From an optimization exercise on the open Yosys and OpenROAD flow, aimed at small area; shortcuts taken in it are not production practice.
Function was checked by simulation only, so behaviour that the tests miss may differ from the original.
Power is estimated from default activity; no workload was simulated.

==> flow/design.v <==
module rv32i_aoi222 (
  input  logic a1, a2, b1, b2, c1, c2,
  output logic y
);
  assign y = ~((a1 & a2) | (b1 & b2) | (c1 & c2));
endmodule
module rv32i_aoi22 (
  input  logic a1, a2, b1, b2,
  output logic y
);
  assign y = ~((a1 & a2) | (b1 & b2));
endmodule
module rv32i_rd_slice (
  input  logic [31:0] d,
  input  logic [31:0] s,
  output logic        y
);
  logic [10:0] t;
  for (genvar k = 0; k < 10; k++) begin : g_aoi
    rv32i_aoi222 u_aoi (
      .a1(s[3*k]),   .a2(d[3*k]),
      .b1(s[3*k+1]), .b2(d[3*k+1]),
      .c1(s[3*k+2]), .c2(d[3*k+2]),
      .y (t[k])
    );
  end
  rv32i_aoi22 u_aoi_l (.a1(s[30]), .a2(d[30]), .b1(s[31]), .b2(d[31]), .y(t[10]));
  assign y = ~&t;
endmodule
module rv32i_and3 (
  input  logic a, b, c,
  output logic y
);
  assign y = a & b & c;
endmodule
module rv32i_rd_sel (
  input  logic [4:0]  raddr,
  input  logic        we,
  input  logic [4:0]  waddr,
  input  logic [31:1] valid,
  output logic [31:1] sel,
  output logic        byp
);
  logic [3:0] lo;
  logic [7:0] hi;
  assign byp = we && (waddr != 5'd0) && (waddr == raddr);
  for (genvar k = 0; k < 4; k++) begin : g_lo
    assign lo[k] = (raddr[1:0] == 2'(k));
  end
  for (genvar k = 0; k < 8; k++) begin : g_hi
    assign hi[k] = (raddr[4:2] == 3'(k)) && !byp;
  end
  for (genvar i = 1; i < 32; i++) begin : g_sel
    rv32i_and3 u_a (.a(lo[i % 4]), .b(hi[i / 4]), .c(valid[i]), .y(sel[i]));
  end
endmodule
module rv32i_wr_dec (
  input  logic        we,
  input  logic [4:0]  waddr,
  output logic [31:1] wsel
);
  for (genvar i = 1; i < 32; i++) begin : g_wsel
    assign wsel[i] = we && (waddr == 5'(i));
  end
endmodule
module rv32i_ha (
  input  logic a, b,
  output logic s, c
);
  assign s = a ^ b;
  assign c = a & b;
endmodule
module rv32i_pc_inc (
  input  logic [31:0] pc,
  output logic [31:0] pc_plus4
);
  logic [4:0] ao, ci;
  logic [30:2] c;
  for (genvar k = 0; k < 5; k++) begin : g_grp
    assign ao[k] = &pc[2+6*k +: 6];
  end
  assign ci[0] = 1'b1;
  for (genvar k = 1; k < 5; k++) begin : g_ci
    assign ci[k] = ci[k-1] & ao[k-1];
  end
  for (genvar k = 0; k < 5; k++) begin : g_rip
    for (genvar i = 0; i < 6; i++) begin : g_b
      localparam int B = 2 + 6*k + i;
      if (i == 0) begin : g_f
        if (k == 0) begin : g_0
          assign pc_plus4[B] = ~pc[B];
          assign c[B] = pc[B];
        end else begin : g_n
          rv32i_ha u_ha (.a(pc[B]), .b(ci[k]), .s(pc_plus4[B]), .c(c[B]));
        end
      end else if (B == 31) begin : g_t
        assign pc_plus4[B] = pc[B] ^ c[B-1];
      end else begin : g_r
        rv32i_ha u_ha (.a(pc[B]), .b(c[B-1]), .s(pc_plus4[B]), .c(c[B]));
      end
    end
  end
  assign pc_plus4[1:0] = pc[1:0];
endmodule
module rv32i_alu_add (
  input  logic [31:0] a, b,
  input  logic        sub,
  output logic [31:0] p, g, s
);
  logic [31:0] bb;
  logic [32:0] c;
  assign bb  = b ^ {32{sub}};
  assign p   = a ^ bb;
  assign g   = a & bb;
  logic [31:0] gl [6];
  logic [31:0] pl [6];
  always_comb begin
    gl[0] = g;
    pl[0] = p;
    gl[0][0] = g[0] | (p[0] & sub);
    for (int l = 0; l < 5; l++) begin
      for (int i = 0; i < 32; i++) begin
        if (i[l]) begin
          gl[l+1][i] = gl[l][i] | (pl[l][i] & gl[l][((i >> l) << l) - 1]);
          pl[l+1][i] = pl[l][i] & pl[l][((i >> l) << l) - 1];
        end else begin
          gl[l+1][i] = gl[l][i];
          pl[l+1][i] = pl[l][i];
        end
      end
    end
  end
  assign c = {gl[5], sub};
  assign s = p ^ c[31:0];
endmodule
module rv32i_mux2i (
  input  logic a, b, s,
  output logic y
);
  assign y = ~(s ? b : a);
endmodule
module rv32i_oai21 (
  input  logic a1, a2, b1,
  output logic y
);
  assign y = ~((a1 | a2) & b1);
endmodule
module rv32i_alu_shr (
  input  logic [31:0] a,
  input  logic [4:0]  sh,
  input  logic        left, fill,
  output logic [31:0] r
);
  logic [31:0] v [6];
  logic [4:0]  fk;
  for (genvar i = 0; i < 32; i++) begin : g_rev
    rv32i_mux2i u_m (.a(a[i]), .b(a[31-i]), .s(left), .y(v[0][i]));
  end
  for (genvar l = 0; l < 5; l++) begin : g_st
    assign fk[l]  = ~(sh[l] & ((l % 2 == 0) ? fill : ~fill));
    for (genvar i = 0; i < 32; i++) begin : g_b
      if (i + (1 << l) < 32) begin : g_m
        rv32i_mux2i u_m (.a(v[l][i]), .b(v[l][i + (1 << l)]), .s(sh[l]), .y(v[l+1][i]));
      end else begin : g_f
        rv32i_oai21 u_f (.a1(sh[l]), .a2(v[l][i]), .b1(fk[l]), .y(v[l+1][i]));
      end
    end
  end
  assign r = v[5];
endmodule
module rv32i_alu (
  input  logic [31:0] a,
  input  logic [31:0] b,
  input  logic [3:0]  op,
  input  logic        us,
  output logic [31:0] y,
  output logic        zero
);
  logic        sub;
  logic [31:0] p, g, s, r;
  assign sub = op[3] | (op == 4'd1);
  rv32i_alu_add u_add (.a(a), .b(b), .sub(sub), .p(p), .g(g), .s(s));
  logic lt;
  assign lt = p[31] ? s[31] : (us ? b[31] : a[31]);
  rv32i_alu_shr u_shr (.a(a), .sh(b[4:0]), .left(op == 4'd5), .fill((op == 4'd7) & a[31]), .r(r));
  logic sel_s, sel_p, sel_g, sel_b, sel_r, sel_l, sel_lt;
  assign sel_s  = (op == 4'd0) || (op == 4'd1) || (op >= 4'd10 && op <= 4'd13);
  assign sel_p  = (op == 4'd3) || (op == 4'd4);
  assign sel_g  = (op == 4'd2) || (op == 4'd3);
  assign sel_b  = (op == 4'd9);
  assign sel_r  = (op == 4'd6) || (op == 4'd7);
  assign sel_l  = (op == 4'd5);
  assign sel_lt = (op == 4'd8);
  logic [31:0] t1, t2;
  for (genvar i = 0; i < 32; i++) begin : g_y
    rv32i_aoi222 u_t1 (.a1(sel_s), .a2(s[i]), .b1(sel_p), .b2(p[i]), .c1(sel_g), .c2(g[i]), .y(t1[i]));
    rv32i_aoi222 u_t2 (.a1(sel_b), .a2(b[i]), .b1(sel_r), .b2(r[i]), .c1(sel_l), .c2(r[31-i]), .y(t2[i]));
    if (i == 0) begin : g_b0
      assign y[i] = ~(t1[i] & t2[i] & ~(sel_lt & lt));
    end else begin : g_bn
      assign y[i] = ~(t1[i] & t2[i]);
    end
  end
  logic z;
  assign z = (y == 32'd0);
  always_comb begin
    case (op)
      4'd11:        zero = !z;
      4'd12:        zero = lt;
      4'd13:        zero = !lt;
      4'd14, 4'd15: zero = 1'b0;
      default:      zero = z;
    endcase
  end
endmodule
module rv32i_datapath_core #(
  parameter int unsigned     XLEN     = 32,
  parameter logic [XLEN-1:0] RESET_PC = '0
) (
  input  logic            clk,
  input  logic            reset_ni,
  input  logic            pc_stall,
  input  logic [XLEN-1:0] pc_next,
  output logic [XLEN-1:0] pc,
  output logic [XLEN-1:0] pc_plus4,
  input  logic            rf_we,
  input  logic [4:0]      rf_waddr,
  input  logic [XLEN-1:0] rf_wdata,
  input  logic [4:0]      rf_raddr1,
  input  logic [4:0]      rf_raddr2,
  output logic [XLEN-1:0] rf_rdata1,
  output logic [XLEN-1:0] rf_rdata2,
  input  logic [XLEN-1:0] alu_a,
  input  logic [XLEN-1:0] alu_b,
  input  logic [3:0]      alu_op,
  input  logic            alu_us,
  output logic [XLEN-1:0] alu_y,
  output logic            alu_zero
);
  localparam int unsigned NREGS = 32;
  always_ff @(posedge clk or negedge reset_ni) begin
    if (!reset_ni) begin
      pc <= RESET_PC;
    end else if (!pc_stall) begin
      pc <= pc_next;
    end
  end
  rv32i_pc_inc u_pc_inc (.pc(pc), .pc_plus4(pc_plus4));
  logic [NREGS-1:1] wsel;
  logic [NREGS-1:1] valid;
  logic [XLEN-1:0]  regs [NREGS-1:1];
  rv32i_wr_dec u_wr_dec (.we(rf_we), .waddr(rf_waddr), .wsel(wsel));
  always_ff @(posedge clk or negedge reset_ni) begin
    if (!reset_ni) begin
      valid <= '0;
    end else begin
      valid <= valid | wsel;
    end
  end
  for (genvar i = 1; i < NREGS; i++) begin : g_word
    always_ff @(posedge clk) begin
      if (wsel[i]) begin
        regs[i] <= rf_wdata;
      end
    end
  end
  logic [NREGS-1:1] rsel1, rsel2;
  logic             byp1, byp2;
  rv32i_rd_sel u_rd_sel1 (.raddr(rf_raddr1), .we(rf_we), .waddr(rf_waddr), .valid(valid),
                          .sel(rsel1), .byp(byp1));
  rv32i_rd_sel u_rd_sel2 (.raddr(rf_raddr2), .we(rf_we), .waddr(rf_waddr), .valid(valid),
                          .sel(rsel2), .byp(byp2));
  for (genvar j = 0; j < XLEN; j++) begin : g_rd
    logic [31:0] d;
    assign d[0] = rf_wdata[j];
    for (genvar i = 1; i < NREGS; i++) begin : g_d
      assign d[i] = regs[i][j];
    end
    rv32i_rd_slice u_rd1 (.d(d), .s({rsel1, byp1}), .y(rf_rdata1[j]));
    rv32i_rd_slice u_rd2 (.d(d), .s({rsel2, byp2}), .y(rf_rdata2[j]));
  end
  rv32i_alu u_alu (.a(alu_a), .b(alu_b), .op(alu_op), .us(alu_us), .y(alu_y), .zero(alu_zero));
endmodule
export LEC_CHECK = 0
export CAP_MARGIN = 5
export CORE_MARGIN = 2
export CORE_UTILIZATION = 40
export PLACE_DENSITY = 0.75
export SETUP_SLACK_MARGIN = 0.2
export SLEW_MARGIN = 5
export SYNTH_HIERARCHICAL = 1
create_clock -name core_clock -period 8.0 [get_ports {clk}]
standard.sh (not shown) runs the stock make flow with config.mk's settings and CLKGATE_MAP_FILE= SYNTH_SCRIPT=/design/flow/synth_recipe.tcl, a recipe that flattens the netlist after the stock synthesis.
==> flow/flow/run.sh <==
#!/bin/bash
# Standard ORFS layout (the standard.sh, standard synthesis unchanged) with:
# - port buffers of the smallest buffer cell instead of ORFS's default pick;
# - clock tree from clkbuf_4 with small sink clusters, without dummy
#   balancing loads.
set -euo pipefail
bash standard.sh \
  "BUFFER_PORTS_ARGS=-buffer_cell sky130_fd_sc_hd__buf_1" \
  "CTS_ARGS=-sink_clustering_enable -repair_clock_nets -dont_use_dummy_load -buf_list {sky130_fd_sc_hd__clkbuf_4} -sink_clustering_size 10 -sink_clustering_max_diameter 40" \
  finish > standard.log 2>&1
Edit:
==> flow/flow/run.sh (replaced) <==
#!/bin/bash
# Standard ORFS layout (the standard.sh, standard synthesis unchanged) with:
# - port buffers of the smallest buffer cell instead of ORFS's default pick;
# - clock tree from clkbuf_4/clkbuf_8 with small sink clusters, without dummy
#   balancing loads.
set -euo pipefail
bash standard.sh \
  "BUFFER_PORTS_ARGS=-buffer_cell sky130_fd_sc_hd__buf_1" \
  "CTS_ARGS=-sink_clustering_enable -repair_clock_nets -dont_use_dummy_load -buf_list {sky130_fd_sc_hd__clkbuf_4 sky130_fd_sc_hd__clkbuf_8} -sink_clustering_size 16 -sink_clustering_max_diameter 50" \
  finish > standard.log 2>&1
- SETUP_SLACK_MARGIN: 0.2 -> 0.3
After rerunning: Global-route usage decreases by 0.16 points. Total power climbs by 1.3%. Via count decreases by 0.86%. Worst setup slack improved by 0.049 ns. Die area does not change. Clock power rose by about 5%. Register-to-register slack barely changes. Clock-buffer cell count drops by 50. Clock skew does not change. Maximum frequency came out higher by 0.64%.

what the ideal ports hide:
Ports are ideal in the flow. The routed layouts listed here were re-timed in OpenROAD. Step 1 (the two cells are an assumption about what drives the block):
set clk [get_ports {clk}]
set_driving_cell -lib_cell sky130_fd_sc_hd__clkbuf_16 $clk
set_driving_cell -lib_cell sky130_fd_sc_hd__buf_2 [delete_from_list [all_inputs] $clk]
Step 2 times the ports against the registers' clock, not the clock port: input delays grow and output delays shrink by t, the midpoint of the rising clock arrivals with the driver on. Three values: ideal, step 1, step 2; two values: the first two.
run	t (ns)	slack for setup (ns)	worst setup path after step 2
the first run	1.079	0.348 / 0.315 / 0.315	input to output
the second run	0.780	0.397 / 0.363 / 0.363	input to output
After both steps setup and hold are still met in every run listed. For the second run, which loses most, drivers alone change the setup slack by -0.034 ns; drivers and shift together by -0.034 ns.
